What follows belongs to an exercise in optimizing a design on an open flow for small area, a short achievable clock period and few clock cycles per item; a production flow would make more cautious choices.
At most, simulation tests tie the RTL to the original design; equivalence was not proved.
Only the layout flow was run in runs 3 to 5; the RTL was not checked for function there.
No activity file was given, so power comes from the tool's default toggle rates.

==> flow/config.mk <==
export PLATFORM = sky130hd
export DESIGN_NAME = qr_cordic_top
export DESIGN_NICKNAME = qr_cordic_top
export VERILOG_FILES = /design/flow/design.v
export SDC_FILE = /design/flow/constraint.sdc
export NUM_CORES = 4
export LEC_CHECK = 0
export CAP_MARGIN = 20
export CORE_MARGIN = 2
export CORE_UTILIZATION = 40
export SLEW_MARGIN = 20
==> flow/constraint.sdc <==
create_clock -name core_clock -period 17.0 [get_ports {clk}]
set_input_delay 3.4000 -clock core_clock [delete_from_list [all_inputs] [get_ports {clk}]]
set_output_delay 3.4000 -clock core_clock [all_outputs]
set_load 0.01 [all_outputs]
==> flow/design.v <==
package qr_pkg;
endpackage
`timescale 1ns/10ps
module qr_cordic_top (
	input  logic               clk,
	input  logic               rst,
	input  logic               en,
	output logic               rd_a,
	output logic [1:0]         rd_a_row,
	output logic [0:0]         rd_a_col,
	input  logic signed [12:0] rd_a_data,
	output logic               wr_r,
	output logic [1:0]         wr_r_row,
	output logic [0:0]         wr_r_col,
	output logic signed [12:0] wr_r_data,
	output logic               valid
);
	logic          busy;
	logic [6:0]    cnt;
	logic [6:0]    nc;
	assign nc = cnt + 7'd1;
	logic          st;                  
	logic          v_it, v_ld, r_it, r_ld, g_it, g_ld, yp_cap, yp_k;
	logic          ks_x1, ks_x2, ks_x3;  
	logic [3:0]    jv, jr, jg;          
	logic          w11, w12, w22;       
	always_ff @(posedge clk or posedge rst) begin
		if (rst) begin
			busy  <= 1'b0;
			cnt   <= '0;
			rd_a  <= 1'b0;
			wr_r  <= 1'b0;
			valid <= 1'b0;
		end else begin
			if (en) begin
				busy <= 1'b1;
				cnt  <= 7'd1;
			end else if (busy) begin
				busy <= cnt != 7'd71;
				cnt  <= nc;
			end
			rd_a  <= en || (busy && (nc == 7'd2 || nc == 7'd14 || nc == 7'd15 || nc == 7'd27 || nc == 7'd28 || nc == 7'd40 || nc == 7'd41));
			wr_r  <= busy && (nc == 7'd55 || nc == 7'd56 || nc == 7'd71);
			valid <= busy && (nc == 7'd71);
		end
	end
	always_ff @(posedge clk) begin
		st     <= en;
		v_it   <= busy && (nc == 7'd3 || nc == 7'd4 || nc == 7'd5 || nc == 7'd6 || nc == 7'd7 || nc == 7'd8 || nc == 7'd9 || nc == 7'd10 || nc == 7'd11 || nc == 7'd12 || nc == 7'd13 || nc == 7'd14 || nc == 7'd16 || nc == 7'd17 || nc == 7'd18 || nc == 7'd19 || nc == 7'd20 || nc == 7'd21 || nc == 7'd22 || nc == 7'd23 || nc == 7'd24 || nc == 7'd25 || nc == 7'd26 || nc == 7'd27 || nc == 7'd29 || nc == 7'd30 || nc == 7'd31 || nc == 7'd32 || nc == 7'd33 || nc == 7'd34 || nc == 7'd35 || nc == 7'd36 || nc == 7'd37 || nc == 7'd38 || nc == 7'd39 || nc == 7'd40 || nc == 7'd42 || nc == 7'd43 || nc == 7'd44 || nc == 7'd45 || nc == 7'd46 || nc == 7'd47 || nc == 7'd48 || nc == 7'd49 || nc == 7'd50 || nc == 7'd51 || nc == 7'd52 || nc == 7'd53);
		v_ld   <= busy && (nc == 7'd2 || nc == 7'd15 || nc == 7'd28 || nc == 7'd41);
		r_it   <= busy && (nc == 7'd4 || nc == 7'd5 || nc == 7'd6 || nc == 7'd7 || nc == 7'd8 || nc == 7'd9 || nc == 7'd10 || nc == 7'd11 || nc == 7'd12 || nc == 7'd13 || nc == 7'd14 || nc == 7'd15 || nc == 7'd17 || nc == 7'd18 || nc == 7'd19 || nc == 7'd20 || nc == 7'd21 || nc == 7'd22 || nc == 7'd23 || nc == 7'd24 || nc == 7'd25 || nc == 7'd26 || nc == 7'd27 || nc == 7'd28 || nc == 7'd30 || nc == 7'd31 || nc == 7'd32 || nc == 7'd33 || nc == 7'd34 || nc == 7'd35 || nc == 7'd36 || nc == 7'd37 || nc == 7'd38 || nc == 7'd39 || nc == 7'd40 || nc == 7'd41 || nc == 7'd43 || nc == 7'd44 || nc == 7'd45 || nc == 7'd46 || nc == 7'd47 || nc == 7'd48 || nc == 7'd49 || nc == 7'd50 || nc == 7'd51 || nc == 7'd52 || nc == 7'd53 || nc == 7'd54);
		r_ld   <= busy && (nc == 7'd3 || nc == 7'd16 || nc == 7'd29 || nc == 7'd42);
		g_it   <= busy && (nc == 7'd19 || nc == 7'd20 || nc == 7'd21 || nc == 7'd22 || nc == 7'd23 || nc == 7'd24 || nc == 7'd25 || nc == 7'd26 || nc == 7'd27 || nc == 7'd28 || nc == 7'd29 || nc == 7'd30 || nc == 7'd32 || nc == 7'd33 || nc == 7'd34 || nc == 7'd35 || nc == 7'd36 || nc == 7'd37 || nc == 7'd38 || nc == 7'd39 || nc == 7'd40 || nc == 7'd41 || nc == 7'd42 || nc == 7'd43 || nc == 7'd45 || nc == 7'd46 || nc == 7'd47 || nc == 7'd48 || nc == 7'd49 || nc == 7'd50 || nc == 7'd51 || nc == 7'd52 || nc == 7'd53 || nc == 7'd54 || nc == 7'd55 || nc == 7'd56 || nc == 7'd58 || nc == 7'd59 || nc == 7'd60 || nc == 7'd61 || nc == 7'd62 || nc == 7'd63 || nc == 7'd64 || nc == 7'd65 || nc == 7'd66 || nc == 7'd67 || nc == 7'd68 || nc == 7'd69);
		g_ld   <= busy && (nc == 7'd18 || nc == 7'd31 || nc == 7'd44 || nc == 7'd57);
		yp_cap <= busy && (nc == 7'd16 || nc == 7'd29 || nc == 7'd42 || nc == 7'd55);
		yp_k   <= busy && (nc == 7'd17 || nc == 7'd30 || nc == 7'd43 || nc == 7'd56);
		ks_x1  <= busy && (nc == 7'd2 || nc == 7'd15 || nc == 7'd28 || nc == 7'd41 || nc == 7'd54);
		ks_x2  <= busy && (nc == 7'd3 || nc == 7'd16 || nc == 7'd29 || nc == 7'd42 || nc == 7'd55);
		ks_x3  <= busy && (nc == 7'd18 || nc == 7'd31 || nc == 7'd44 || nc == 7'd57 || nc == 7'd70);
		w11    <= busy && (nc == 7'd54);
		w12    <= busy && (nc == 7'd55);
		w22    <= busy && (nc == 7'd70);
		case (nc)
			7'd3: jv <= 4'd0;
			7'd4: jv <= 4'd1;
			7'd5: jv <= 4'd2;
			7'd6: jv <= 4'd3;
			7'd7: jv <= 4'd4;
			7'd8: jv <= 4'd5;
			7'd9: jv <= 4'd6;
			7'd10: jv <= 4'd7;
			7'd11: jv <= 4'd8;
			7'd12: jv <= 4'd9;
			7'd13: jv <= 4'd10;
			7'd14: jv <= 4'd11;
			7'd16: jv <= 4'd0;
			7'd17: jv <= 4'd1;
			7'd18: jv <= 4'd2;
			7'd19: jv <= 4'd3;
			7'd20: jv <= 4'd4;
			7'd21: jv <= 4'd5;
			7'd22: jv <= 4'd6;
			7'd23: jv <= 4'd7;
			7'd24: jv <= 4'd8;
			7'd25: jv <= 4'd9;
			7'd26: jv <= 4'd10;
			7'd27: jv <= 4'd11;
			7'd29: jv <= 4'd0;
			7'd30: jv <= 4'd1;
			7'd31: jv <= 4'd2;
			7'd32: jv <= 4'd3;
			7'd33: jv <= 4'd4;
			7'd34: jv <= 4'd5;
			7'd35: jv <= 4'd6;
			7'd36: jv <= 4'd7;
			7'd37: jv <= 4'd8;
			7'd38: jv <= 4'd9;
			7'd39: jv <= 4'd10;
			7'd40: jv <= 4'd11;
			7'd42: jv <= 4'd0;
			7'd43: jv <= 4'd1;
			7'd44: jv <= 4'd2;
			7'd45: jv <= 4'd3;
			7'd46: jv <= 4'd4;
			7'd47: jv <= 4'd5;
			7'd48: jv <= 4'd6;
			7'd49: jv <= 4'd7;
			7'd50: jv <= 4'd8;
			7'd51: jv <= 4'd9;
			7'd52: jv <= 4'd10;
			7'd53: jv <= 4'd11;
			default: jv <= 4'd0;
		endcase
		case (nc)
			7'd4: jr <= 4'd0;
			7'd5: jr <= 4'd1;
			7'd6: jr <= 4'd2;
			7'd7: jr <= 4'd3;
			7'd8: jr <= 4'd4;
			7'd9: jr <= 4'd5;
			7'd10: jr <= 4'd6;
			7'd11: jr <= 4'd7;
			7'd12: jr <= 4'd8;
			7'd13: jr <= 4'd9;
			7'd14: jr <= 4'd10;
			7'd15: jr <= 4'd11;
			7'd17: jr <= 4'd0;
			7'd18: jr <= 4'd1;
			7'd19: jr <= 4'd2;
			7'd20: jr <= 4'd3;
			7'd21: jr <= 4'd4;
			7'd22: jr <= 4'd5;
			7'd23: jr <= 4'd6;
			7'd24: jr <= 4'd7;
			7'd25: jr <= 4'd8;
			7'd26: jr <= 4'd9;
			7'd27: jr <= 4'd10;
			7'd28: jr <= 4'd11;
			7'd30: jr <= 4'd0;
			7'd31: jr <= 4'd1;
			7'd32: jr <= 4'd2;
			7'd33: jr <= 4'd3;
			7'd34: jr <= 4'd4;
			7'd35: jr <= 4'd5;
			7'd36: jr <= 4'd6;
			7'd37: jr <= 4'd7;
			7'd38: jr <= 4'd8;
			7'd39: jr <= 4'd9;
			7'd40: jr <= 4'd10;
			7'd41: jr <= 4'd11;
			7'd43: jr <= 4'd0;
			7'd44: jr <= 4'd1;
			7'd45: jr <= 4'd2;
			7'd46: jr <= 4'd3;
			7'd47: jr <= 4'd4;
			7'd48: jr <= 4'd5;
			7'd49: jr <= 4'd6;
			7'd50: jr <= 4'd7;
			7'd51: jr <= 4'd8;
			7'd52: jr <= 4'd9;
			7'd53: jr <= 4'd10;
			7'd54: jr <= 4'd11;
			default: jr <= 4'd0;
		endcase
		case (nc)
			7'd19: jg <= 4'd0;
			7'd20: jg <= 4'd1;
			7'd21: jg <= 4'd2;
			7'd22: jg <= 4'd3;
			7'd23: jg <= 4'd4;
			7'd24: jg <= 4'd5;
			7'd25: jg <= 4'd6;
			7'd26: jg <= 4'd7;
			7'd27: jg <= 4'd8;
			7'd28: jg <= 4'd9;
			7'd29: jg <= 4'd10;
			7'd30: jg <= 4'd11;
			7'd32: jg <= 4'd0;
			7'd33: jg <= 4'd1;
			7'd34: jg <= 4'd2;
			7'd35: jg <= 4'd3;
			7'd36: jg <= 4'd4;
			7'd37: jg <= 4'd5;
			7'd38: jg <= 4'd6;
			7'd39: jg <= 4'd7;
			7'd40: jg <= 4'd8;
			7'd41: jg <= 4'd9;
			7'd42: jg <= 4'd10;
			7'd43: jg <= 4'd11;
			7'd45: jg <= 4'd0;
			7'd46: jg <= 4'd1;
			7'd47: jg <= 4'd2;
			7'd48: jg <= 4'd3;
			7'd49: jg <= 4'd4;
			7'd50: jg <= 4'd5;
			7'd51: jg <= 4'd6;
			7'd52: jg <= 4'd7;
			7'd53: jg <= 4'd8;
			7'd54: jg <= 4'd9;
			7'd55: jg <= 4'd10;
			7'd56: jg <= 4'd11;
			7'd58: jg <= 4'd0;
			7'd59: jg <= 4'd1;
			7'd60: jg <= 4'd2;
			7'd61: jg <= 4'd3;
			7'd62: jg <= 4'd4;
			7'd63: jg <= 4'd5;
			7'd64: jg <= 4'd6;
			7'd65: jg <= 4'd7;
			7'd66: jg <= 4'd8;
			7'd67: jg <= 4'd9;
			7'd68: jg <= 4'd10;
			7'd69: jg <= 4'd11;
			default: jg <= 4'd0;
		endcase
		if (en) begin
			rd_a_row <= 2'd3;
			rd_a_col <= 1'b0;
		end else begin
			case (nc)
				7'd2: begin rd_a_row <= 2'd3; rd_a_col <= 1'b1; end
				7'd14: begin rd_a_row <= 2'd2; rd_a_col <= 1'b0; end
				7'd15: begin rd_a_row <= 2'd2; rd_a_col <= 1'b1; end
				7'd27: begin rd_a_row <= 2'd1; rd_a_col <= 1'b0; end
				7'd28: begin rd_a_row <= 2'd1; rd_a_col <= 1'b1; end
				7'd40: begin rd_a_row <= 2'd0; rd_a_col <= 1'b0; end
				7'd41: begin rd_a_row <= 2'd0; rd_a_col <= 1'b1; end
				default: begin rd_a_row <= 2'd3; rd_a_col <= 1'b0; end
			endcase
		end
	end
	logic signed [11:0] x1, y1, x2, y2, x3, y3, y3p, ain;
	logic                dq;    
	assign ain = rd_a_data[11:0];
	logic signed [11:0] kin, kout;
	always_comb begin
		if (ks_x1)      kin = x1;
		else if (ks_x2) kin = x2;
		else if (ks_x3) kin = x3;
		else            kin = y3p;
	end
	qr_kgain u_k (.v(kin), .k(kout));
	logic d1, d3;
	logic signed [11:0] sx1, sy1, sx2, sy2, sx3, sy3;
	assign sx1 = x1 >>> jv;
	assign sy1 = y1 >>> jv;
	assign sx2 = x2 >>> jr;
	assign sy2 = y2 >>> jr;
	assign sx3 = x3 >>> jg;
	assign sy3 = y3 >>> jg;
	assign d1 = ~y1[11];
	assign d3 = ~y3[11];
	always_ff @(posedge clk) begin
		dq <= d1;
		if (st) x1 <= '0;
		else if (v_it) begin
			x1 <= d1 ? x1 + sy1 : x1 - sy1;
			y1 <= d1 ? y1 - sx1 : y1 + sx1;
		end else if (v_ld) begin
			x1 <= kout;
			y1 <= ain;
		end
		if (st) x2 <= '0;
		else if (r_it) begin
			x2 <= dq ? x2 + sy2 : x2 - sy2;
			y2 <= dq ? y2 - sx2 : y2 + sx2;
		end else if (r_ld) begin
			x2 <= kout;
			y2 <= ain;
		end
		if (yp_cap) y3p <= y2;
		else if (yp_k) y3p <= kout;
		if (st) x3 <= '0;
		else if (g_it) begin
			x3 <= d3 ? x3 + sy3 : x3 - sy3;
			y3 <= d3 ? y3 - sx3 : y3 + sx3;
		end else if (g_ld) begin
			x3 <= kout;
			y3 <= y3p;
		end
	end
	always_ff @(posedge clk) begin
		if (w11 || w12 || w22) wr_r_data <= 13'(kout);
		if (w11) begin
			wr_r_row <= 2'd0;
			wr_r_col <= 1'b0;
		end else if (w12) begin
			wr_r_row <= 2'd0;
			wr_r_col <= 1'b1;
		end else if (w22) begin
			wr_r_row <= 2'd1;
			wr_r_col <= 1'b1;
		end
	end
endmodule
module qr_kgain (
	input  logic signed [11:0] v,
	output logic signed [11:0] k
);
	logic signed [21:0] ve;
	logic signed [21:0] p;
	assign ve = v;
	assign p  = (ve <<< 9) + (ve <<< 7) - (ve <<< 4) - (ve <<< 1);
	assign k  = p[21:10];
endmodule
==> flow/flow/run.sh <==
#!/bin/bash
set -euo pipefail
bash standard.sh finish SETUP_SLACK_MARGIN=12 > orfs_flow.log 2>&1
==> flow/standard.sh <==
#!/bin/bash
# synth_recipe.tcl (not shown) runs the flow's synth.tcl, then flattens the netlist and writes it again
# the make line also repeats each setting of config.mk as NAME=value (left out here)
make -C /OpenROAD-flow-scripts/flow DESIGN_CONFIG=/design/flow/config.mk WORK_HOME=/design/flow/orfs CLKGATE_MAP_FILE= SYNTH_SCRIPT=/design/flow/synth_recipe.tcl "${@:-finish}"
==> results.json, run 1 <==
{
  "die-height_microns": 202,
  "floorplan.initialDensity": 0.405,
  "hold_path.class": "register to register",
  "drtAntennaViolNets": 0,
  "postPlaceCellArea_sq_um": 16300,
  "detail_route.vias_per_cell": 6.10,
  "worst_path_class_setup": "register to register",
  "maxCapViolations": 0,
  "grt_start_max_net_pins": 39,
  "place_hpwl_microns": 34000,
  "synth_area_leaders": "edfxtp_1 (12%), dfxtp_1 (8.9%), ha_1 (8.6%)",
  "number_of_global_route_vias_before_repair": 12900,
  "crit_chain": "mux2_2 -> mux2i_2 -> o21a_1 -> inv_1 -> fa_1 -> fa_1 -> ha_1 -> a21oi_1 -> o21ai_2 -> a31oi_1 -> o21a_1 -> o31ai_2 -> xnor2_1 -> o21ai_0",
  "finalWorstPathRequiredPeriod_ns": 4.82,
  "clk_latency_ns": 0.45,
  "routed-via-count": 13800,
  "io_pins": 38,
  "p_total_uw": 3560,
  "mappedNetlistNets": 1904,
  "cellPowerDensity_nw_per_um2": 208,
  "share_of_the_cycle_needed_by_the_critical_path_after_routing": 0.283,
  "cp_data_arrival_time_ns": 4.97,
  "nNetsFinal": 1878,
  "ys_seq_elements": 140,
  "drc": 0,
  "n_fill_cell": 3807,
  "fin_tns_setup_ns": 0,
  "place.gp.congestion": 0.912,
  "p_switching_uw": 1760,
  "post-synth-top-area-fraction": 0.115,
  "worst_path_max_delay_cell": "xnor2_1",
  "path_delay_family": "adder cells",
  "post_synth_most_frequent_cells": "nor2_1 (140), a21oi_1 (132), nand2_1 (127)",
  "floorplan.core_area_sq_um": 38600,
  "antenna_violations_before_repair": 0,
  "count_of_routing_violations_after_the_opening_detailed_route_iteration": 1354,
  "whs_ns": 0.445,
  "synth_sequential_area_ratio": 0.222,
  "cpPeakStageDelay_ns": 0.84,
  "syn-instance-count": 1758,
  "number_of_buffers_inserted_for_hold_repair_after_clock_tree_synthesis": 0,
  "cts_buffer_depth": 2,
  "synth_enable_flop_cells": 60,
  "die_area_sq_um": 40600,
  "clock_tree.htree_level_count": 4,
  "multi_input_area_sq_um": 11400,
  "layout.area.seq_sq_um": 3470,
  "floorplan.die.width_microns": 202,
  "totalWireLength_microns": 45400,
  "power.clock.fraction": 0.111,
  "setup_viol": 0,
  "worstPathMaxFanout": 5,
  "wire_per_inst_microns": 20.0,
  "antennaDiodeCount": 0,
  "dominantRegCellSynth": "dfxtp_1",
  "numClockSinks": 140,
  "num_rows": 72,
  "timing_hold_violations_final": 0,
  "finClkSkew_ns": 0.0151,
  "synth_cell_types": 97,
  "run_status": "finished clean",
  "cts_tree": "yes",
  "postSynth.asyncResetShare": 0.0786,
  "placement.io_buffers": 35,
  "grt_setup_unrepaired": "no",
  "crit_required_ns": 17.15,
  "synth-warning-count": 1,
  "drt-pass1-iter-count": 5,
  "clk_root_buffer_cell": "clkbuf_16",
  "flow.area_growth_from_synthesis_pct": 9.39,
  "cts_buffers": 17,
  "share_seq_of_total_power": 0.168,
  "fin_util": 0.443,
  "grt.total_usage": 0.223,
  "max-slew-margin-rel": 0.297,
  "final_layout_size_suffix_gt1_frac": 0.126,
  "critPathCaptureType": "register",
  "worst-slew-pin-transition_ns": 1.05,
  "yosysMostFrequentCell": "nor2_1",
  "p_int_uw": 1790,
  "path_clk_slew_ns": 0.07,
  "finalInstanceArea_sq_um": 17100,
  "fmax_ghz": 0.208,
  "syn_avg_cell_area_sq_um": 8.88,
  "post-synth-top-area-cell": "edfxtp_1",
  "start_kind": "register",
  "grt_pass1_wl_microns": 72200,
  "leakage_uw": 0.00675,
  "sw_frac_of_total": 0.496,
  "final_max_slew_viol_count": 0,
  "syn_area_sq_um": 15600,
  "worst_ir_drop_vdd_mv": 0.203,
  "bufs_and_invs_on_worst_path": 1,
  "comb_power_share": 0.721,
  "grt_overflow_total": 0
}
[per-stage QoR]
step           std cells  worst slack [ns]
2_1_floorplan       1758             12.23
5_1_grt             2263             12.00
4_1_cts             2255             12.04
6_report            2263             12.18
3_3_place_gp        2223             11.34
3_5_place_dp        2223             11.26
[metal layers]
metal  global-route usage  routed length [microns]
met1                0.308                    20400
met2                0.368                    21600
met3               0.0241                     2410
met4               0.0630                      927
met5                    0                        0
[area by class of cell]
class | count | share of cell area
clock buffers | 18 | 0.0264
clock inverters | 14 | 0.00953
inverters | 87 | 0.0191
multi-input cells | 1421 | 0.669
flip-flops and latches | 140 | 0.204
well taps | 518 | 0.0380
repair buffers | 65 | 0.0342
[layout by cell type, fill, tap and decap left out, types with 14 or more instances in the layout]
cell type        instances
a211oi_1                31
a21o_1                  30
a21oi_1                131
a31oi_1                 30
a32oi_1                 18
and2_1                  14
buf_4                   28
clkbuf_16               18
clkdlybuf4s50_1         35
dfxtp_1                 64
edfxtp_1                60
fa_1                    23
ha_1                   107
inv_1                   82
mux2_2                  50
mux2i_1                 55
mux4_2                  48
nand2_1                127
nand2b_1                26
nand3_1                 35
nor2_1                 140
nor2b_1                 32
nor3_1                  40
o21a_1                  15
o21ai_0                 76
o22ai_1                 18
o31a_1                  15
or2_2                   16
or3_1                   16
xnor2_1                 71
xor2_1                  39
[cells by family after synthesis]
group           share of synthesized area
simple gates                        0.162
compound gates                      0.217
buf+inv                            0.0524
flops                               0.222
mux                                 0.160
other cells                      0.000240
xor+xnor                           0.0711
fa+ha+maj                           0.115
[worst paths after layout]
kind | to | startpoint | depth (start not counted) | slack, ns
worst min-delay path | wr_r_col$_SDFFE_PP0P_ | w11$_DFF_P_ | 1 | 0.45
worst max register to register | y3p[6]$_DFFE_PP_ | y3p[0]$_DFFE_PP_ | 14 | 12.18
worst max-delay path | y3p[6]$_DFFE_PP_ | y3p[0]$_DFFE_PP_ | 14 | 12.18
min in group asynchronous | rd_a$_DFF_PP0_ | rst | 2 | 3.24
worst min register to register | wr_r_col$_SDFFE_PP0P_ | w11$_DFF_P_ | 1 | 0.45
max in group asynchronous | wr_r$_DFF_PP0_ | rst | 2 | 13.46
[state kept, by name, indices dropped and copies added, names as in the netlist, 2 cells and up]
register	flops
jg	4
x2	12
jr	4
jv	4
x1	12
y3	12
x3	12
wr_r_data	12
y3p	12
y2	12
cnt	7
y1	12
rd_a_row	2
[timing repair]
| action | 4_1_cts | 5_1_grt |
|---|---|---|
| endpoints found under the setup margin | 49 | 30 |
| setup buffers | 0 | 8 |
| pin swaps | 0 | 2 |
| cloned | 0 | 0 |
| gates resized for setup | 12 | 11 |
| endpoints found under the hold margin | 0 | 0 |
[power groups by stage]
stage,Sequential [uW],Combinational [uW],Clock [uW]
finish,598,2560,394
global route,606,2810,413
CTS,597,2460,402
detailed placement,606,2410,0
global placement,604,2380,0
floorplan,533,1840,0
Testbench counts, summed over its fixed seeds: cycles 13,824, items 192.
==> inputs of run 2 (changes only) <==
==> flow/run.sh (new file) <==
#!/bin/bash
# synth_recipe.tcl (not shown) runs the flow's synth.tcl, then flattens the netlist and writes it again
# the make line also repeats each setting of config.mk as NAME=value (left out here)
make -C /OpenROAD-flow-scripts/flow DESIGN_CONFIG=/design/flow/config.mk WORK_HOME=/design/flow/orfs CLKGATE_MAP_FILE= SYNTH_SCRIPT=/design/flow/synth_recipe.tcl finish
removed: flow/flow/run.sh
removed: flow/standard.sh
==> run 2 against run 1 <==
- still clean
- core utilization is 0.43 points lower
- clock power hardly changed
- sequential cell count unchanged
- first-iteration DRC count is 6.9% lower
- clock-buffer cell count is the same
- clock skew grew 0.0015 ns
- critical path depth increased by 2
- sequential share of layout area is 0.11 points higher
- power decreased by 3.2%
- combinational power fell by 4%
- critical path type unchanged
- critical endpoint is now y3p[7]$_DFFE_PP_
==> results.json, run 2 <==
{
  "clk_root_buffer_cell": "clkbuf_16",
  "synth_sequential_area_ratio": 0.222,
  "flow.area_growth_from_synthesis_pct": 8.34,
  "synth_cell_types": 97,
  "drtAntennaViolNets": 0,
  "num_rows": 72,
  "detail_route.vias_per_cell": 6.10,
  "cts_setup_buffers": 0,
  "post-synth-top-area-fraction": 0.115,
  "floorplan.die.width_microns": 202,
  "worst-slew-pin-transition_ns": 1.11,
  "max-slew-margin-rel": 0.258,
  "grt_start_max_net_pins": 39,
  "mostFrequentLayoutCell": "nor2_1",
  "io_pins": 38,
  "antenna_violations_before_repair": 0,
  "worstPathMaxFanout": 19,
  "final_cell_mix": "nor2_1 (140), a21oi_1 (132), nand2_1 (127), ha_1 (107), inv_1 (82)",
  "finClkSkew_ns": 0.0167,
  "maxCapViolations": 0,
  "place.gp.congestion": 0.912,
  "final_max_slew_viol_count": 0,
  "grt_use_met2": 0.367,
  "routed-via-count": 13800,
  "dominantRegCellSynth": "dfxtp_1",
  "worst_ir_drop_vdd_mv": 0.192,
  "cellPowerDensity_nw_per_um2": 204,
  "die-height_microns": 202,
  "path_clk_slew_ns": 0.07,
  "nNetsFinal": 1870,
  "place_hpwl_microns": 34000,
  "postSynth.asyncResetShare": 0.0786,
  "gr-usage-met3": 0.0243,
  "start_kind": "register",
  "die_area_sq_um": 40600,
  "synth-warning-count": 1,
  "drt-pass1-iter-count": 6,
  "totalWireLength_microns": 45200,
  "ys_seq_elements": 140,
  "leakage_uw": 0.00667,
  "share_of_the_cycle_needed_by_the_critical_path_after_routing": 0.344,
  "wire_per_inst_microns": 20.1,
  "number_of_global_route_vias_before_repair": 12900,
  "grt_setup_unrepaired": "no",
  "final_layout_size_suffix_gt1_frac": 0.113,
  "syn-instance-count": 1758,
  "finalInstanceArea_sq_um": 16900,
  "fmax_ghz": 0.171,
  "critPathCaptureType": "register",
  "drc": 0,
  "most_used_routing_layer": "met2",
  "reg2reg_depth": 16,
  "hold_path.class": "register to register",
  "synth_area_leaders": "edfxtp_1 (12%), dfxtp_1 (8.9%), ha_1 (8.6%)",
  "whs_path_depth": 1,
  "mappedNetlistNets": 1904,
  "worst_path_class_setup": "register to register",
  "syn_avg_cell_area_sq_um": 8.88,
  "run_status": "finished clean",
  "post_synth_most_frequent_cells": "nor2_1 (140), a21oi_1 (132), nand2_1 (127)",
  "cts_buffers": 17,
  "cts_tree": "yes",
  "clock_tree.htree_level_count": 4,
  "post-synth-top-area-cell": "edfxtp_1",
  "cp_data_arrival_time_ns": 6.16,
  "numClockSinks": 140,
  "count_of_routing_violations_after_the_opening_detailed_route_iteration": 1260,
  "postPlaceCellArea_sq_um": 16300,
  "placement.io_buffers": 35,
  "fin_tns_setup_ns": 0,
  "met1_usage": 0.308,
  "yosysMostFrequentCell": "nor2_1",
  "number_of_buffers_inserted_for_hold_repair_after_clock_tree_synthesis": 0,
  "syn_area_sq_um": 15600,
  "antennaDiodeCount": 0,
  "synth_enable_flop_cells": 60,
  "floorplan.core_area_sq_um": 38600,
  "finalWorstPathRequiredPeriod_ns": 5.85,
  "cts_buffer_depth": 2,
  "floorplan.initialDensity": 0.405,
  "clk_latency_ns": 0.45,
  "grt_overflow_total": 0,
  "setup_viol": 0,
  "timing_hold_violations_final": 0,
  "grt.total_usage": 0.223,
  "grt_pass1_wl_microns": 72200,
  "post_cts_resized": 0,
  "crit_required_ns": 17.31
}
run 2: report_power, final:
part | switching [uW] | total, uW | internal [uW]
registers | 117 | 601 | 484
logic | 1430 | 2450 | 1010
clock network | 175 | 394 | 219
run 2: worst paths after layout:
path | from | to | slack [ns]
max in group asynchronous | rst | wr_r$_DFF_PP0_ | 13.46
worst min register to register | w11$_DFF_P_ | wr_r_col$_SDFFE_PP0P_ | 0.45
worst max register to register | ks_x3$_DFF_P_ | y3p[7]$_DFFE_PP_ | 11.15
worst max-delay path | ks_x3$_DFF_P_ | y3p[7]$_DFFE_PP_ | 11.15
min in group asynchronous | rst | rd_a$_DFF_PP0_ | 3.24
worst min-delay path | w11$_DFF_P_ | wr_r_col$_SDFFE_PP0P_ | 0.45
run 2: stage by stage:
| step | utilization | hold slack [ns] | power [uW] | setup slack [ns] | instances |
|---|---|---|---|---|---|
| finish | 0.438 | 0.445 | 3440 | 11.15 | 2255 |
| global route | 0.438 | 0.471 | 3720 | 10.82 | 2255 |
| CTS | 0.438 | 0.451 | 3430 | 11.21 | 2255 |
| detailed placement | 0.422 | 0.436 | 3020 | 11.26 | 2223 |
| global placement | 0.422 | 0.424 | 2980 | 11.34 | 2223 |
| floorplan | - | 0.408 | 2380 | 12.23 | 1758 |
run 2: layer usage:
metal | share of wire | vias up | routed length [microns]
li1 | - | 6528 | -
met1 | 0.45 | 6713 | 20600
met2 | 0.47 | 449 | 21400
met3 | 0.050 | 76 | 2280
met4 | 0.022 | 0 | 982
met5 | 0 | - | 0
run 2: cell type report:
cell class / count / area (sq um)
Clock inverter: 14 / 163
Inverter: 87 / 327
Clock buffer: 18 / 450
Multi-Input combinational cell: 1421 / 11300
Tap cell: 518 / 648
Fill cell: 3822 / 21700
Sequential cell: 140 / 3460
Timing Repair Buffer: 57 / 515
run 2: logic make-up (layout without fill, tap and decap cells):
kind of cell    Yosys count  count (layout)  share of synthesized area
compound gates          498             498                      0.217
xor+xnor                121             121                     0.0711
fa+ha+maj               130             130                      0.115
buf+inv                 197             176                     0.0524
flops                   140             140                      0.222
mux                     166             166                      0.160
other cells               1               1                   0.000240
simple gates            505             505                      0.162
run 2: critical path, stage by stage (launching register included):
cell and delay (ns):
dfxtp_1 0.82, mux2i_1 0.26, nor2_1 0.06, a21oi_1 0.14, nor2_1 0.05, a21oi_1 0.57, fa_1 0.56, fa_1 0.47
ha_1 0.32, a21oi_1 0.09, o21ai_0 0.38, a31oi_1 0.14, o21a_1 0.21, o31ai_1 0.34, a21oi_1 0.14, xnor2_1 0.84
mux2_2 0.32
==> inputs of run 3 (changes only) <==
--- a/flow/design.v
+++ b/flow/design.v
@@ -243,4 +243,5 @@
 	logic d1, d3;
 	logic signed [11:0] sx1, sy1, sx2, sy2, sx3, sy3;
+	logic signed [11:0] nx1, ny1, nx2, ny2, nx3, ny3;
 	assign sx1 = x1 >>> jv;
 	assign sy1 = y1 >>> jv;
@@ -251,10 +252,16 @@
 	assign d1 = ~y1[11];
 	assign d3 = ~y3[11];
+	qr_addsub u_a1 (.a(x1), .b(sy1), .add(d1),  .s(nx1));
+	qr_addsub u_a2 (.a(y1), .b(sx1), .add(~d1), .s(ny1));
+	qr_addsub u_a3 (.a(x2), .b(sy2), .add(dq),  .s(nx2));
+	qr_addsub u_a4 (.a(y2), .b(sx2), .add(~dq), .s(ny2));
+	qr_addsub u_a5 (.a(x3), .b(sy3), .add(d3),  .s(nx3));
+	qr_addsub u_a6 (.a(y3), .b(sx3), .add(~d3), .s(ny3));
 	always_ff @(posedge clk) begin
 		dq <= d1;
 		if (st) x1 <= '0;
 		else if (v_it) begin
-			x1 <= d1 ? x1 + sy1 : x1 - sy1;
-			y1 <= d1 ? y1 - sx1 : y1 + sx1;
+			x1 <= nx1;
+			y1 <= ny1;
 		end else if (v_ld) begin
 			x1 <= kout;
@@ -263,6 +270,6 @@
 		if (st) x2 <= '0;
 		else if (r_it) begin
-			x2 <= dq ? x2 + sy2 : x2 - sy2;
-			y2 <= dq ? y2 - sx2 : y2 + sx2;
+			x2 <= nx2;
+			y2 <= ny2;
 		end else if (r_ld) begin
 			x2 <= kout;
@@ -273,6 +280,6 @@
 		if (st) x3 <= '0;
 		else if (g_it) begin
-			x3 <= d3 ? x3 + sy3 : x3 - sy3;
-			y3 <= d3 ? y3 - sx3 : y3 + sx3;
+			x3 <= nx3;
+			y3 <= ny3;
 		end else if (g_ld) begin
 			x3 <= kout;
@@ -304,2 +311,31 @@
 	assign k  = p[21:10];
 endmodule
+module qr_addsub (
+	input  logic [11:0] a,
+	input  logic [11:0] b,
+	input  logic        add,
+	output logic [11:0] s
+);
+	logic [11:0] bb, g, p;
+	logic [11:0] gl [0:4];
+	logic [11:0] pl [0:4];
+	assign bb = add ? b : ~b;
+	assign g  = a & bb;
+	assign p  = a ^ bb;
+	always_comb begin
+		gl[0] = g;
+		pl[0] = p;
+		gl[0][0] = g[0] | (p[0] & ~add);
+		for (int l = 0; l < 4; l++) begin
+			gl[l+1] = gl[l];
+			pl[l+1] = pl[l];
+			for (int i = 0; i < 12; i++) begin
+				if ((i >> l) & 1) begin
+					gl[l+1][i] = gl[l][i] | (pl[l][i] & gl[l][((i >> l) << l) - 1]);
+					pl[l+1][i] = pl[l][i] & pl[l][((i >> l) << l) - 1];
+				end
+			end
+		end
+	end
+	assign s = p ^ {gl[4][10:0], ~add};
+endmodule
==> flow/flow/run.sh (new file) <==
#!/bin/bash
set -euo pipefail
bash standard.sh finish SETUP_SLACK_MARGIN=12 > orfs_flow.log 2>&1
==> flow/standard.sh (new file) <==
#!/bin/bash
# synth_recipe.tcl (not shown) runs the flow's synth.tcl, then flattens the netlist and writes it again
# the make line also repeats each setting of config.mk as NAME=value (left out here)
make -C /OpenROAD-flow-scripts/flow DESIGN_CONFIG=/design/flow/config.mk WORK_HOME=/design/flow/orfs CLKGATE_MAP_FILE= SYNTH_SCRIPT=/design/flow/synth_recipe.tcl "${@:-finish}"
removed: flow/run.sh
==> run 3 against run 2 <==
- still clean
- power down 12%
- die area shrank 8.7%
- synthesized area decreased by 8.9%
- non-clock buffer count rose by 8
- first-iteration DRC count down 17%
- final cell count decreased by 6.4%
- clock power fell by 4%
- via count fell by 8.2%
- clock-buffer cell count up 3
- fmax increased by 20%
- critical path depth shrank 2
- largest power group unchanged
==> results.json, run 3 <==
{
  "run_status": "finished clean",
  "fin_tns_setup_ns": 0,
  "num_rows": 69,
  "numClockSinks": 140,
  "flow.area_growth_from_synthesis_pct": 10.1,
  "mappedNetlistNets": 1809,
  "drtAntennaViolNets": 0,
  "critPathCaptureType": "register",
  "worst_path_max_delay_cell": "fa_1",
  "number_of_global_route_vias_before_repair": 12200,
  "post-synth-top-area-cell": "edfxtp_1",
  "floorplan.core_area_sq_um": 35300,
  "antennaDiodeCount": 0,
  "grt_start_max_net_pins": 37,
  "synth_sequential_area_ratio": 0.243,
  "antenna_violations_before_repair": 1,
  "whs_ns": 0.437,
  "number_of_buffers_inserted_for_hold_repair_after_clock_tree_synthesis": 0,
  "worstPathMaxFanout": 11,
  "n_fill_cell": 3463,
  "syn-instance-count": 1662,
  "crit_chain": "and2b_1 -> a211oi_1 -> o31a_1 -> inv_1 -> fa_1 -> fa_1 -> ha_2 -> a21o_1 -> a21o_1 -> a2111oi_2 -> o31ai_1 -> or4_4 -> and2_4 -> mux2_2",
  "final_cell_mix": "nor2_1 (173), a21oi_1 (116), o21ai_0 (104), xnor2_1 (96), inv_1 (94)",
  "place.gp.congestion": 0.903,
  "syn_avg_cell_area_sq_um": 8.55,
  "cellPowerDensity_nw_per_um2": 193,
  "detail_route.vias_per_cell": 5.99,
  "bufs_and_invs_on_worst_path": 1,
  "grt_overflow_total": 0,
  "worst_path_class_setup": "register to register",
  "maxCapViolations": 0,
  "max-slew-margin-rel": 0.350,
  "finalWorstPathRequiredPeriod_ns": 4.89,
  "clk_root_buffer_cell": "clkbuf_16",
  "timing_hold_violations_final": 0,
  "fmax_ghz": 0.205,
  "floorplan.initialDensity": 0.403,
  "share_of_the_cycle_needed_by_the_critical_path_after_routing": 0.288,
  "io_pins": 38,
  "syn_area_sq_um": 14200,
  "grt_pass1_wl_microns": 66500,
  "clk_latency_ns": 0.44,
  "totalWireLength_microns": 42000,
  "post_synth_most_frequent_cells": "nor2_1 (176), a21oi_1 (119), o21ai_0 (106)",
  "leakage_uw": 0.00598,
  "dominantRegCellSynth": "dfxtp_1",
  "routed-via-count": 12600,
  "synth-warning-count": 4,
  "ys_seq_elements": 140,
  "wire_per_inst_microns": 19.9,
  "start_kind": "register",
  "drt-pass1-iter-count": 5,
  "place_hpwl_microns": 31700,
  "final_layout_size_suffix_gt1_frac": 0.110,
  "path_clk_slew_ns": 0.07,
  "floorplan.die.width_microns": 193,
  "post-synth-top-area-fraction": 0.127,
  "worst_ir_drop_vdd_mv": 0.176,
  "grt.total_usage": 0.231,
  "yosysMostFrequentCell": "nor2_1",
  "final_max_slew_viol_count": 0,
  "synth_enable_flop_cells": 60,
  "nNetsFinal": 1784,
  "crit_required_ns": 17.19,
  "placement.io_buffers": 35,
  "clock_tree.htree_level_count": 4,
  "hold_path.class": "register to register",
  "die_area_sq_um": 37100,
  "synth_area_leaders": "edfxtp_1 (13%), dfxtp_1 (9.7%), ha_1 (7.9%)",
  "cts_buffers": 17,
  "worst-slew-pin-transition_ns": 0.975,
  "p_total_uw": 3020,
  "setup_viol": 0,
  "mostFrequentLayoutCell": "nor2_1",
  "postSynth.asyncResetShare": 0.0786,
  "finClkSkew_ns": 0.0126,
  "die-height_microns": 193,
  "cpPeakStageDelay_ns": 0.53,
  "drc": 0,
  "grt_setup_unrepaired": "yes",
  "count_of_routing_violations_after_the_opening_detailed_route_iteration": 1051,
  "synth_cell_types": 79,
  "cp_data_arrival_time_ns": 5.08,
  "cts_tree": "yes",
  "path_delay_family": "compound AO/OA/AOI/OAI gates",
  "cts_buffer_depth": 2
}
-- run 3: power breakdown --
group	internal (uW)	switching (uW)
clock	212	165
combinational	874	1210
sequential	462	94.0
total	1550	1470
-- run 3: worst reg2reg max path: stages, from the launching register on --
cell,delay [ns]
dfxtp_4,0.44
and2b_1,0.20
a211oi_1,0.26
o31a_1,0.32
inv_1,0.14
fa_1,0.52
fa_1,0.53
ha_2,0.33
a21o_1,0.18
a21o_1,0.19
a2111oi_2,0.44
o31ai_1,0.18
or4_4,0.47
and2_4,0.19
mux2_2,0.25
-- run 3: cell type report --
class	instances	area (sq um)	share of cell area
clock inverter	11	109	0.00696
timing repair buffer	65	586	0.0374
multi-input combinational	1311	10100	0.643
tap	461	577	0.0369
sequential	140	3470	0.221
clock buffer	21	462	0.0295
inverter	102	383	0.0245
-- run 3: layer usage --
metal,vias up,wire [microns],track usage
met5,-,13,0
met4,2,1050,0.0775
met3,67,2130,0.0306
met2,396,20400,0.397
met1,6158,18400,0.298
li1,6017,-,-
-- run 3: logic make-up after synthesis --
kind of cell               after synthesis  share of synthesized area
adders and majority gates              131                      0.137
xor gates and xnor gates               112                     0.0690
DFF                                    140                      0.243
buffers and inverters                  211                     0.0578
muxes                                  129                      0.120
other                                    1                   0.000264
AOI/OAI and AO/OA                      453                      0.209
and+or+nand+nor                        485                      0.164
-- run 3: what timing repair did --
action | 4_1_cts | 5_1_grt
gates resized for setup | 11 | 18
buffers inserted | 3 | 7
pin swaps | 2 | 4
setup endpoints to repair | 60 | 47
-- run 3: worst paths after layout --
check	from	to	slack [ns]	cells after the start
setup / recovery	ks_x3$_DFF_P_	y3p[8]$_DFFE_PP_	12.11	14
hold / removal	w11$_DFF_P_	wr_r_col$_SDFFE_PP0P_	0.44	1
setup reg to reg	ks_x3$_DFF_P_	y3p[8]$_DFFE_PP_	12.11	14
hold reg to reg	w11$_DFF_P_	wr_r_col$_SDFFE_PP0P_	0.44	1
max in group asynchronous	rst	valid$_DFF_PP0_	13.45	2
min in group asynchronous	rst	rd_a$_DFF_PP0_	3.25	2
-- run 3: stage by stage --
stage	cells	cell area, sq um	setup slack [ns]	util
finish	2111	15700	12.11	0.443
global route	2111	15700	11.94	0.443
CTS	2104	15500	11.99	0.439
detailed placement	2069	14900	11.12	0.421
global placement	2067	14800	11.18	0.420
floorplan	1662	14200	12.10	-
==> inputs of run 4 (changes only) <==
==> flow/flow/run.sh (replaced) <==
#!/bin/bash
set -euo pipefail
bash standard.sh finish SETUP_SLACK_MARGIN=12.5 > orfs_flow.log 2>&1
==> run 4 against run 3 <==
- sequential share of layout area down 0.58 points
- final cell count up 1.3%
- worst hold slack worse by 0.0062 ns
- die area unchanged
- sequential cell count unchanged
- clock skew up 0.0022 ns
- largest cell class unchanged
- highest routed layer is now met4
==> results.json, run 4 <==
{
  "run_status": "finished clean",
  "detail_route.vias_per_cell": 6.01,
  "worstPathMaxFanout": 8,
  "worst-slew-pin-transition_ns": 1.12,
  "post_synth_most_frequent_cells": "nor2_1 (176), a21oi_1 (119), o21ai_0 (106)",
  "fin_tns_setup_ns": 0,
  "maxCapViolations": 0,
  "cellPowerDensity_nw_per_um2": 208,
  "flow.area_growth_from_synthesis_pct": 13.5,
  "floorplan.die.width_microns": 193,
  "cts_buffers": 17,
  "floorplan.core_area_sq_um": 35300,
  "leakage_uw": 0.00618,
  "crit_chain": "and2b_1 -> a211oi_2 -> o31a_1 -> inv_2 -> fa_1 -> fa_1 -> ha_4 -> a21o_1 -> a21o_1 -> a2111oi_4 -> o31ai_2 -> or4_4 -> and2_4 -> mux2_2",
  "final_cell_mix": "nor2_1 (172), a21oi_1 (113), o21ai_0 (99), xnor2_1 (96)",
  "dominantRegCellSynth": "dfxtp_1",
  "hold_path.class": "register to register",
  "grt_overflow_total": 0,
  "totalWireLength_microns": 42900,
  "number_of_buffers_inserted_for_hold_repair_after_clock_tree_synthesis": 0,
  "numClockSinks": 140,
  "synth_cell_types": 79,
  "cpPeakStageDelay_ns": 0.60,
  "clk_latency_ns": 0.45,
  "bufs_and_invs_on_worst_path": 1,
  "syn_area_sq_um": 14200,
  "share_seq_of_total_power": 0.166,
  "route.layer.met1.wl_microns": 18800,
  "comb_power_share": 0.721,
  "mostFrequentLayoutCell": "nor2_1",
  "antenna_violations_before_repair": 0,
  "share_of_the_cycle_needed_by_the_critical_path_after_routing": 0.267,
  "drt-pass1-iter-count": 6,
  "worst_path_max_delay_cell": "fa_1",
  "p_int_uw": 1740,
  "drtAntennaViolNets": 0,
  "mappedNetlistNets": 1809,
  "syn_avg_cell_area_sq_um": 8.55,
  "postPlaceCellArea_sq_um": 14900,
  "worst_path_class_setup": "register to register",
  "finClkSkew_ns": 0.0148,
  "count_of_routing_violations_after_the_opening_detailed_route_iteration": 1334,
  "path_clk_slew_ns": 0.07,
  "pre_cts_slack_ns": 11.23,
  "floorplan.initialDensity": 0.403,
  "finalInstanceArea_sq_um": 16100,
  "grt_pass1_wl_microns": 66600,
  "wire_per_inst_microns": 20.1,
  "number_of_global_route_vias_before_repair": 12000,
  "grt.total_usage": 0.232,
  "sw_frac_of_total": 0.483,
  "path_delay_family": "compound AO/OA/AOI/OAI gates",
  "routed-via-count": 12800,
  "final_max_slew_viol_count": 0,
  "cts_buffer_depth": 2,
  "post-synth-top-area-fraction": 0.127,
  "timing_hold_violations_final": 0,
  "placement.io_buffers": 35,
  "clock_tree.htree_level_count": 4,
  "die_area_sq_um": 37100,
  "fmax_ghz": 0.220,
  "synth-warning-count": 4,
  "max-slew-margin-rel": 0.248,
  "ys_seq_elements": 140,
  "p_switching_uw": 1620,
  "setup_viol": 0,
  "post-synth-top-area-cell": "edfxtp_1",
  "synth_area_leaders": "edfxtp_1 (13%), dfxtp_1 (9.7%), ha_1 (7.9%)",
  "p_total_uw": 3360,
  "synth_sequential_area_ratio": 0.243,
  "cts_tree": "yes",
  "route.top_layer_used": "met4",
  "grt_setup_unrepaired": "yes",
  "cp_data_arrival_time_ns": 4.74,
  "die-height_microns": 193,
  "fin_ws_ns": 12.46,
  "num_rows": 69,
  "crit_required_ns": 17.20,
  "syn-instance-count": 1662,
  "nNetsFinal": 1811,
  "yosysMostFrequentCell": "nor2_1",
  "antennaDiodeCount": 0,
  "io_pins": 38,
  "place.gp.congestion": 0.899,
  "worst_ir_drop_vdd_mv": 0.230,
  "final_layout_size_suffix_gt1_frac": 0.148,
  "place_hpwl_microns": 31400,
  "start_kind": "register",
  "fin_util": 0.457,
  "finalWorstPathRequiredPeriod_ns": 4.54,
  "grt_start_max_net_pins": 37,
  "postSynth.asyncResetShare": 0.0786,
  "routed_length_on_met3_microns": 2220,
  "drc": 0,
  "n_fill_cell": 3373,
  "clk_root_buffer_cell": "clkbuf_16",
  "power.clock.fraction": 0.113,
  "wl_met2_microns": 20500,
  "critPathCaptureType": "register",
  "synth_enable_flop_cells": 60
}
## run 4: cell types whose count changed in the layout (fill, tap and decap cells not counted), sizes merged
cell | before | now
buf | 30 | 57
clkdlybuf4s50 | 35 | 14
clkdlybuf4s15 | 0 | 13
inv | 101 | 108
clkinv | 10 | 5
dlygate4sd2 | 0 | 5
clkinvlp | 1 | 3
clkbuf | 21 | 20
## run 4: cells by family (layout without fill, tap and decap cells)
logic type | count (synthesis) | in the layout | synth area share
xor+xnor | 112 | 112 | 0.0690
buf+inv | 211 | 226 | 0.0578
simple gates | 485 | 485 | 0.164
fa+ha+maj | 131 | 131 | 0.137
compound gates | 453 | 453 | 0.209
other cells | 1 | 1 | 0.000264
mux | 129 | 129 | 0.120
flops | 140 | 140 | 0.243
## run 4: path summary, 6_finish.rpt
check | slack [ns] | startpoint | cells past startpoint | endpoint
max | 12.46 | ks_x3$_DFF_P_ | 14 | y3p[8]$_DFFE_PP_
min | 0.43 | w11$_DFF_P_ | 1 | wr_r_col$_SDFFE_PP0P_
max reg2reg | 12.46 | ks_x3$_DFF_P_ | 14 | y3p[8]$_DFFE_PP_
min reg2reg | 0.43 | w11$_DFF_P_ | 1 | wr_r_col$_SDFFE_PP0P_
max in group asynchronous | 13.46 | rst | 2 | valid$_DFF_PP0_
min in group asynchronous | 3.24 | rst | 2 | rd_a$_DFF_PP0_
## run 4: layout make-up
| class | instances | area (sq um) | area share |
|---|---|---|---|
| clock inverters | 15 | 148 | 0.00915 |
| flip-flops and latches | 140 | 3480 | 0.216 |
| repair buffers | 92 | 790 | 0.0489 |
| multi-input cells | 1311 | 10300 | 0.640 |
| clock buffers | 17 | 425 | 0.0264 |
| well taps | 461 | 577 | 0.0358 |
| inverters | 102 | 393 | 0.0244 |
## run 4: power by group through the flow
stage          registers, uW  logic [uW]  clock network (uW)
2_1_floorplan            503        1440                   0
3_3_place_gp             562        1900                   0
3_5_place_dp             562        1960                   0
4_1_cts                  556        2150                 386
5_1_grt                  563        2610                 399
6_report                 557        2430                 380
## run 4: repair_timing
| action | in CTS | in global routing |
|---|---|---|
| resized for setup | 89 | 46 |
| pin swaps | 18 | 25 |
| setup endpoints to repair | 83 | 53 |
| buffers inserted | 21 | 18 |
## run 4: layer usage
layer  global-route usage  vias to the layer above
met5                    0                        -
met4               0.0799                        0
met3               0.0276                       93
met2                0.391                      437
met1                0.306                     6265
li1                     -                     6049
## run 4: through the flow
step                      std cells  hold slack, ns
after floorplan                1662           0.408
after global placement         2066           0.426
after detailed placement       2067           0.427
after CTS                      2120           0.435
after global routing           2138           0.471
final                          2138           0.431
==> inputs of run 5 (changes only) <==
--- a/flow/design.v
+++ b/flow/design.v
@@ -20,7 +20,6 @@
 	logic [6:0]    nc;
 	assign nc = cnt + 7'd1;
-	logic          st;                  
 	logic          v_it, v_ld, r_it, r_ld, g_it, g_ld, yp_cap, yp_k;
-	logic          ks_x1, ks_x2, ks_x3;  
+	logic          ks_x1, ks_x2, ks_x3, ks_yp;  
 	logic [3:0]    jv, jr, jg;          
 	logic          w11, w12, w22;       
@@ -46,5 +45,4 @@
 	end
 	always_ff @(posedge clk) begin
-		st     <= en;
 		v_it   <= busy && (nc == 7'd3 || nc == 7'd4 || nc == 7'd5 || nc == 7'd6 || nc == 7'd7 || nc == 7'd8 || nc == 7'd9 || nc == 7'd10 || nc == 7'd11 || nc == 7'd12 || nc == 7'd13 || nc == 7'd14 || nc == 7'd16 || nc == 7'd17 || nc == 7'd18 || nc == 7'd19 || nc == 7'd20 || nc == 7'd21 || nc == 7'd22 || nc == 7'd23 || nc == 7'd24 || nc == 7'd25 || nc == 7'd26 || nc == 7'd27 || nc == 7'd29 || nc == 7'd30 || nc == 7'd31 || nc == 7'd32 || nc == 7'd33 || nc == 7'd34 || nc == 7'd35 || nc == 7'd36 || nc == 7'd37 || nc == 7'd38 || nc == 7'd39 || nc == 7'd40 || nc == 7'd42 || nc == 7'd43 || nc == 7'd44 || nc == 7'd45 || nc == 7'd46 || nc == 7'd47 || nc == 7'd48 || nc == 7'd49 || nc == 7'd50 || nc == 7'd51 || nc == 7'd52 || nc == 7'd53);
 		v_ld   <= busy && (nc == 7'd2 || nc == 7'd15 || nc == 7'd28 || nc == 7'd41);
@@ -55,12 +53,12 @@
 		yp_cap <= busy && (nc == 7'd16 || nc == 7'd29 || nc == 7'd42 || nc == 7'd55);
 		yp_k   <= busy && (nc == 7'd17 || nc == 7'd30 || nc == 7'd43 || nc == 7'd56);
-		ks_x1  <= busy && (nc == 7'd2 || nc == 7'd15 || nc == 7'd28 || nc == 7'd41 || nc == 7'd54);
-		ks_x2  <= busy && (nc == 7'd3 || nc == 7'd16 || nc == 7'd29 || nc == 7'd42 || nc == 7'd55);
-		ks_x3  <= busy && (nc == 7'd18 || nc == 7'd31 || nc == 7'd44 || nc == 7'd57 || nc == 7'd70);
+		ks_x1  <= busy && (nc == 7'd15 || nc == 7'd28 || nc == 7'd41 || nc == 7'd54);
+		ks_x2  <= busy && (nc == 7'd16 || nc == 7'd29 || nc == 7'd42 || nc == 7'd55);
+		ks_x3  <= busy && (nc == 7'd31 || nc == 7'd44 || nc == 7'd57 || nc == 7'd70);
+		ks_yp  <= busy && (nc == 7'd17 || nc == 7'd30 || nc == 7'd43 || nc == 7'd56);
 		w11    <= busy && (nc == 7'd54);
 		w12    <= busy && (nc == 7'd55);
 		w22    <= busy && (nc == 7'd70);
 		case (nc)
-			7'd3: jv <= 4'd0;
 			7'd4: jv <= 4'd1;
 			7'd5: jv <= 4'd2;
@@ -74,5 +72,4 @@
 			7'd13: jv <= 4'd10;
 			7'd14: jv <= 4'd11;
-			7'd16: jv <= 4'd0;
 			7'd17: jv <= 4'd1;
 			7'd18: jv <= 4'd2;
@@ -86,5 +83,4 @@
 			7'd26: jv <= 4'd10;
 			7'd27: jv <= 4'd11;
-			7'd29: jv <= 4'd0;
 			7'd30: jv <= 4'd1;
 			7'd31: jv <= 4'd2;
@@ -98,5 +94,4 @@
 			7'd39: jv <= 4'd10;
 			7'd40: jv <= 4'd11;
-			7'd42: jv <= 4'd0;
 			7'd43: jv <= 4'd1;
 			7'd44: jv <= 4'd2;
@@ -113,5 +108,4 @@
 		endcase
 		case (nc)
-			7'd4: jr <= 4'd0;
 			7'd5: jr <= 4'd1;
 			7'd6: jr <= 4'd2;
@@ -125,5 +119,4 @@
 			7'd14: jr <= 4'd10;
 			7'd15: jr <= 4'd11;
-			7'd17: jr <= 4'd0;
 			7'd18: jr <= 4'd1;
 			7'd19: jr <= 4'd2;
@@ -137,5 +130,4 @@
 			7'd27: jr <= 4'd10;
 			7'd28: jr <= 4'd11;
-			7'd30: jr <= 4'd0;
 			7'd31: jr <= 4'd1;
 			7'd32: jr <= 4'd2;
@@ -149,5 +141,4 @@
 			7'd40: jr <= 4'd10;
 			7'd41: jr <= 4'd11;
-			7'd43: jr <= 4'd0;
 			7'd44: jr <= 4'd1;
 			7'd45: jr <= 4'd2;
@@ -164,5 +155,4 @@
 		endcase
 		case (nc)
-			7'd19: jg <= 4'd0;
 			7'd20: jg <= 4'd1;
 			7'd21: jg <= 4'd2;
@@ -176,5 +166,4 @@
 			7'd29: jg <= 4'd10;
 			7'd30: jg <= 4'd11;
-			7'd32: jg <= 4'd0;
 			7'd33: jg <= 4'd1;
 			7'd34: jg <= 4'd2;
@@ -188,5 +177,4 @@
 			7'd42: jg <= 4'd10;
 			7'd43: jg <= 4'd11;
-			7'd45: jg <= 4'd0;
 			7'd46: jg <= 4'd1;
 			7'd47: jg <= 4'd2;
@@ -200,5 +188,4 @@
 			7'd55: jg <= 4'd10;
 			7'd56: jg <= 4'd11;
-			7'd58: jg <= 4'd0;
 			7'd59: jg <= 4'd1;
 			7'd60: jg <= 4'd2;
@@ -230,46 +217,56 @@
 		end
 	end
-	logic signed [11:0] x1, y1, x2, y2, x3, y3, y3p, ain;
-	logic                dq;    
+	logic signed [11:0] y1, x2, y2, y3, y3p, ain;
+	logic        [10:0] x1, x3;
+	logic signed [11:0] x1e, x3e;
+	logic [0:0]        dq;    
+	assign x1e = {1'b0, x1};
+	assign x3e = {1'b0, x3};
 	assign ain = rd_a_data[11:0];
 	logic signed [11:0] kin, kout;
-	always_comb begin
-		if (ks_x1)      kin = x1;
-		else if (ks_x2) kin = x2;
-		else if (ks_x3) kin = x3;
-		else            kin = y3p;
-	end
+	assign kin = ({12{ks_x1}} & x1e) | ({12{ks_x2}} & x2) | ({12{ks_x3}} & x3e) | ({12{ks_yp}} & y3p);
 	qr_kgain u_k (.v(kin), .k(kout));
-	logic d1, d3;
-	logic signed [11:0] sx1, sy1, sx2, sy2, sx3, sy3;
-	logic signed [11:0] nx1, ny1, nx2, ny2, nx3, ny3;
-	assign sx1 = x1 >>> jv;
-	assign sy1 = y1 >>> jv;
-	assign sx2 = x2 >>> jr;
-	assign sy2 = y2 >>> jr;
-	assign sx3 = x3 >>> jg;
-	assign sy3 = y3 >>> jg;
-	assign d1 = ~y1[11];
-	assign d3 = ~y3[11];
-	qr_addsub u_a1 (.a(x1), .b(sy1), .add(d1),  .s(nx1));
-	qr_addsub u_a2 (.a(y1), .b(sx1), .add(~d1), .s(ny1));
-	qr_addsub u_a3 (.a(x2), .b(sy2), .add(dq),  .s(nx2));
-	qr_addsub u_a4 (.a(y2), .b(sx2), .add(~dq), .s(ny2));
-	qr_addsub u_a5 (.a(x3), .b(sy3), .add(d3),  .s(nx3));
-	qr_addsub u_a6 (.a(y3), .b(sx3), .add(~d3), .s(ny3));
+	logic signed [11:0] vx[0:1], vy[0:1];
+	logic [0:0] vd;
+	assign vx[0] = x1e;
+	assign vy[0] = y1;
+	logic signed [11:0] rx[0:1], ry[0:1];
+	logic [0:0] rd;
+	assign rx[0] = x2;
+	assign ry[0] = y2;
+	logic signed [11:0] gx[0:1], gy[0:1];
+	logic [0:0] gd;
+	assign gx[0] = x3e;
+	assign gy[0] = y3;
+	logic signed [11:0] vsx0, vsy0;
+	assign vsx0 = vx[0] >>> jv;
+	assign vsy0 = vy[0] >>> jv;
+	assign vd[0] = ~vy[0][11];
+	qr_addsub u_vx0 (.a(vx[0]), .b(vsy0), .add(vd[0]),  .s(vx[1]));
+	qr_addsub u_vy0 (.a(vy[0]), .b(vsx0), .add(~vd[0]), .s(vy[1]));
+	logic signed [11:0] rsx0, rsy0;
+	assign rsx0 = rx[0] >>> jr;
+	assign rsy0 = ry[0] >>> jr;
+	assign rd[0] = dq[0];
+	qr_addsub u_rx0 (.a(rx[0]), .b(rsy0), .add(rd[0]),  .s(rx[1]));
+	qr_addsub u_ry0 (.a(ry[0]), .b(rsx0), .add(~rd[0]), .s(ry[1]));
+	logic signed [11:0] gsx0, gsy0;
+	assign gsx0 = gx[0] >>> jg;
+	assign gsy0 = gy[0] >>> jg;
+	assign gd[0] = ~gy[0][11];
+	qr_addsub u_gx0 (.a(gx[0]), .b(gsy0), .add(gd[0]),  .s(gx[1]));
+	qr_addsub u_gy0 (.a(gy[0]), .b(gsx0), .add(~gd[0]), .s(gy[1]));
 	always_ff @(posedge clk) begin
-		dq <= d1;
-		if (st) x1 <= '0;
-		else if (v_it) begin
-			x1 <= nx1;
-			y1 <= ny1;
+		dq <= vd;
+		if (v_it) begin
+			x1 <= vx[1][10:0];
+			y1 <= vy[1];
 		end else if (v_ld) begin
-			x1 <= kout;
+			x1 <= kout[10:0];
 			y1 <= ain;
 		end
-		if (st) x2 <= '0;
-		else if (r_it) begin
-			x2 <= nx2;
-			y2 <= ny2;
+		if (r_it) begin
+			x2 <= rx[1];
+			y2 <= ry[1];
 		end else if (r_ld) begin
 			x2 <= kout;
@@ -278,10 +275,9 @@
 		if (yp_cap) y3p <= y2;
 		else if (yp_k) y3p <= kout;
-		if (st) x3 <= '0;
-		else if (g_it) begin
-			x3 <= nx3;
-			y3 <= ny3;
+		if (g_it) begin
+			x3 <= gx[1][10:0];
+			y3 <= gy[1];
 		end else if (g_ld) begin
-			x3 <= kout;
+			x3 <= kout[10:0];
 			y3 <= y3p;
 		end
==> run 5 against run 4 <==
- highest routed layer unchanged
- clock skew hardly changed
- combinational power is 37% lower
- synthesized cell count is 9.8% lower
- die area is 5.7% lower
- worst hold slack better by 0.0057 ns
- cell area is 6.3% lower
- non-clock buffer count is 10 lower
- fmax is 1.6% higher
- global-route usage is 1.7 points lower
- clock-buffer cell count is 4 higher
- sequential share of layout area is 3.1 points higher
==> results.json, run 5 <==
{
  "run_status": "finished clean",
  "power.clock.fraction": 0.154,
  "final_cell_mix": "nand2_1 (125), nor2_1 (120), inv_1 (113), a21oi_1 (102), xnor2_1 (101)",
  "share_of_the_cycle_needed_by_the_critical_path_after_routing": 0.263,
  "syn_avg_cell_area_sq_um": 8.93,
  "cpPeakStageDelay_ns": 0.36,
  "floorplan.die.width_microns": 187,
  "path_clk_slew_ns": 0.06,
  "cp_data_arrival_time_ns": 1.07,
  "r2r_start": "ks_x2$_DFF_P_",
  "antennaDiodeCount": 0,
  "routed-via-count": 11300,
  "grt.total_usage": 0.214,
  "drc": 0,
  "yosysMostFrequentCell": "nand2_1",
  "finClkSkew_ns": 0.0143,
  "totalWireLength_microns": 38000,
  "postSynth.asyncResetShare": 0.0809,
  "timing.reg2reg.setup_slack_ns": 12.63,
  "worstPathMaxFanout": 1,
  "nNetsFinal": 1652,
  "die_area_sq_um": 34900,
  "worst_ir_drop_vdd_mv": 0.139,
  "mappedNetlistNets": 1642,
  "hold_path.class": "register to register",
  "grt_setup_unrepaired": "yes",
  "cts_buffer_depth": 2,
  "post_synth_most_frequent_cells": "nand2_1 (134), nor2_1 (121), inv_1 (116)",
  "place_hpwl_microns": 27300,
  "cts_tree": "yes",
  "io_pins": 38,
  "finalWorstPathRequiredPeriod_ns": 4.47,
  "setup_viol": 0,
  "num_rows": 66,
  "final_max_slew_viol_count": 0,
  "worst-slew-pin-transition_ns": 1.04,
  "place.gp.congestion": 0.905,
  "wire_per_inst_microns": 19.3,
  "fin_util": 0.461,
  "maxCapViolations": 0,
  "flow.area_growth_from_synthesis_pct": 12.9,
  "clock_tree.htree_level_count": 4,
  "cts_buffers": 17,
  "cp_num_cells": 1,
  "synth_sequential_area_ratio": 0.278,
  "fmax_ghz": 0.224,
  "crit_required_ns": 13.60,
  "numClockSinks": 136,
  "antenna_violations_before_repair": 0,
  "leakage_uw": 0.00604,
  "number_of_buffers_inserted_for_hold_repair_after_clock_tree_synthesis": 0,
  "reg2reg_depth": 14,
  "path_delay_family": "flip-flops",
  "floorplan.initialDensity": 0.408,
  "syn_area_sq_um": 13400,
  "worst_path_class_setup": "register to output pin",
  "cellPowerDensity_nw_per_um2": 163,
  "die-height_microns": 187,
  "drtAntennaViolNets": 0,
  "share_seq_of_total_power": 0.229,
  "synth-warning-count": 16,
  "max-slew-margin-rel": 0.301,
  "crit_chain": "dlygate4sd2_1",
  "critical_path.reg2reg.endpoint": "x2[10]$_DFFE_PP_",
  "fin_tns_setup_ns": 0,
  "synth_area_leaders": "edfxtp_1 (21%), ha_1 (8.0%), xnor2_1 (6.9%)",
  "mostFrequentLayoutCell": "nand2_1",
  "final_layout_size_suffix_gt1_frac": 0.143,
  "placement.io_buffers": 35,
  "ys_seq_elements": 136,
  "timing_hold_violations_final": 0,
  "fin_ws_ns": 12.53,
  "timing.critical_path.to": "wr_r",
  "dp_cells": 1900,
  "pre_cts_slack_ns": 11.65,
  "sw_frac_of_total": 0.427,
  "syn-instance-count": 1499,
  "floorplan.core_area_sq_um": 32800,
  "clk_latency_ns": 0.44,
  "dominantRegCellSynth": "edfxtp_1",
  "synth_enable_flop_cells": 94,
  "grt_start_max_net_pins": 37,
  "post-synth-top-area-cell": "edfxtp_1",
  "synth_cell_types": 72,
  "critPathCaptureType": "output pin",
  "grt_overflow_total": 0,
  "comb_power_share": 0.617,
  "clk_root_buffer_cell": "clkbuf_16",
  "start_kind": "register",
  "drt-pass1-iter-count": 6,
  "worst_path_max_delay_cell": "dfrtp_1",
  "count_of_routing_violations_after_the_opening_detailed_route_iteration": 1253,
  "p_int_uw": 1410,
  "post-synth-top-area-fraction": 0.211,
  "detail_route.vias_per_cell": 5.77,
  "number_of_global_route_vias_before_repair": 10600,
  "cp-startpoint": "wr_r$_DFF_PP0_",
  "p_switching_uw": 1050,
  "finalNonFillerCells": 1964,
  "bufs_and_invs_on_worst_path": 1,
  "grt_pass1_wl_microns": 59400
}
==> run 5: changes by cell type after synthesis, moves of 13 or more <==
cell	previous run	this run
nor2_1	176	121
a22oi_1	6	25
edfxtp_1	60	94
o211ai_1	22	9
a211oi_1	29	13
dfxtp_1	69	31
inv_1	94	116
a21oi_1	119	102
nand2_1	90	134
o21a_1	24	3
==> run 5: how the worst min path moves through the flow <==
stage	start	end	slack, ns	cells past startpoint
3_5_place_dp	w11$_DFF_P_	wr_r_col$_SDFFE_PP0P_	0.43	1
4_1_cts	w11$_DFF_P_	wr_r_col$_SDFFE_PP0P_	0.44	1
5_1_grt	w11$_DFF_P_	wr_r_row[0]$_SDFFE_PP0P_	0.45	1
3_3_place_gp	w11$_DFF_P_	wr_r_col$_SDFFE_PP0P_	0.43	1
2_1_floorplan	w11$_DFF_P_	wr_r_col$_SDFFE_PP0P_	0.41	1
6_report	w11$_DFF_P_	wr_r_col$_SDFFE_PP0P_	0.44	1
==> run 5: power groups by stage <==
stage	Combinational (uW)	Clock (uW)	Sequential, uW
after floorplan	1180	0	523
after global placement	1400	0	588
after detailed placement	1430	0	589
after CTS	1470	384	576
after global routing	1710	396	570
final	1520	380	562
==> run 5: repair_timing <==
action                                  4_1_cts  5_1_grt
pin swaps                                     5        6
gates resized for setup                      45       45
endpoints found under the setup margin       65       58
gates cloned                                  0        1
buffers inserted                              8       22
==> run 5: per-layer routing <==
| layer | GRT usage | share of wire | up-vias | routed length, microns |
|---|---|---|---|---|
| li1 | - | - | 5361 | - |
| met1 | 0.299 | 0.45 | 5482 | 17200 |
| met2 | 0.342 | 0.46 | 426 | 17400 |
| met3 | 0.0347 | 0.061 | 61 | 2330 |
| met4 | 0.0641 | 0.026 | 0 | 981 |
| met5 | 0 | 0 | - | 0 |
==> run 5: area by class of cell <==
type | instances | area [sq um]
clock buffer | 21 | 514
tap | 442 | 553
inverter | 121 | 457
sequential | 136 | 3730
fill | 3219 | 17700
clock inverter | 11 | 80.1
timing repair buffer | 82 | 728
multi-input combinational | 1151 | 9050
==> run 5: kinds of logic after synthesis <==
group,Yosys count,share of synthesized area
fa+ha+maj,127,0.142
buf+inv,212,0.0612
flops,136,0.278
other cells,1,0.000280
xor+xnor,133,0.0882
mux,129,0.125
simple gates,397,0.134
compound gates,364,0.172
==> run 5: per-stage QoR <==
stage / cell area [sq um] / hold WS (ns) / total power (uW)
2_1_floorplan: 13400 / 0.408 / 1700
3_3_place_gp: 14000 / 0.425 / 1990
3_5_place_dp: 14000 / 0.430 / 2020
4_1_cts: 14800 / 0.445 / 2430
5_1_grt: 15100 / 0.452 / 2670
6_report: 15100 / 0.437 / 2460

static timing again, ports no longer ideal:
The results above use ideal ports. As a check the final layouts listed here were re-extracted and re-timed, cells and wires unchanged. Step 1 sets driving cells, clkbuf_16 on the clock port and buf_2 on the other inputs (assumed; they add their load-dependent delay and slew). Step 2 times the ports against the registers' clock, not the clock port: input delays grow and output delays shrink by t, the midpoint of the rising clock arrivals with the driver on. Slacks: ideal / step 1 / step 2; pairs: ideal / step 1.
run	shift t [ns]	setup slack, ns	cell pins on the clock port's net
run 1	0.497	12.181 / 12.181 / 12.181	1
run 2	0.497	11.152 / 11.152 / 11.152	1
run 3	0.490	12.112 / 12.112 / 12.112	1
run 4	0.494	12.457 / 12.457 / 12.457	1
run 5	0.482	12.529 / 12.478 / 12.494	1
After both steps setup and hold are still met in every run listed. The setup slack of run 5, which loses most, moves by -0.051 ns with the drivers and by -0.035 ns with both steps.
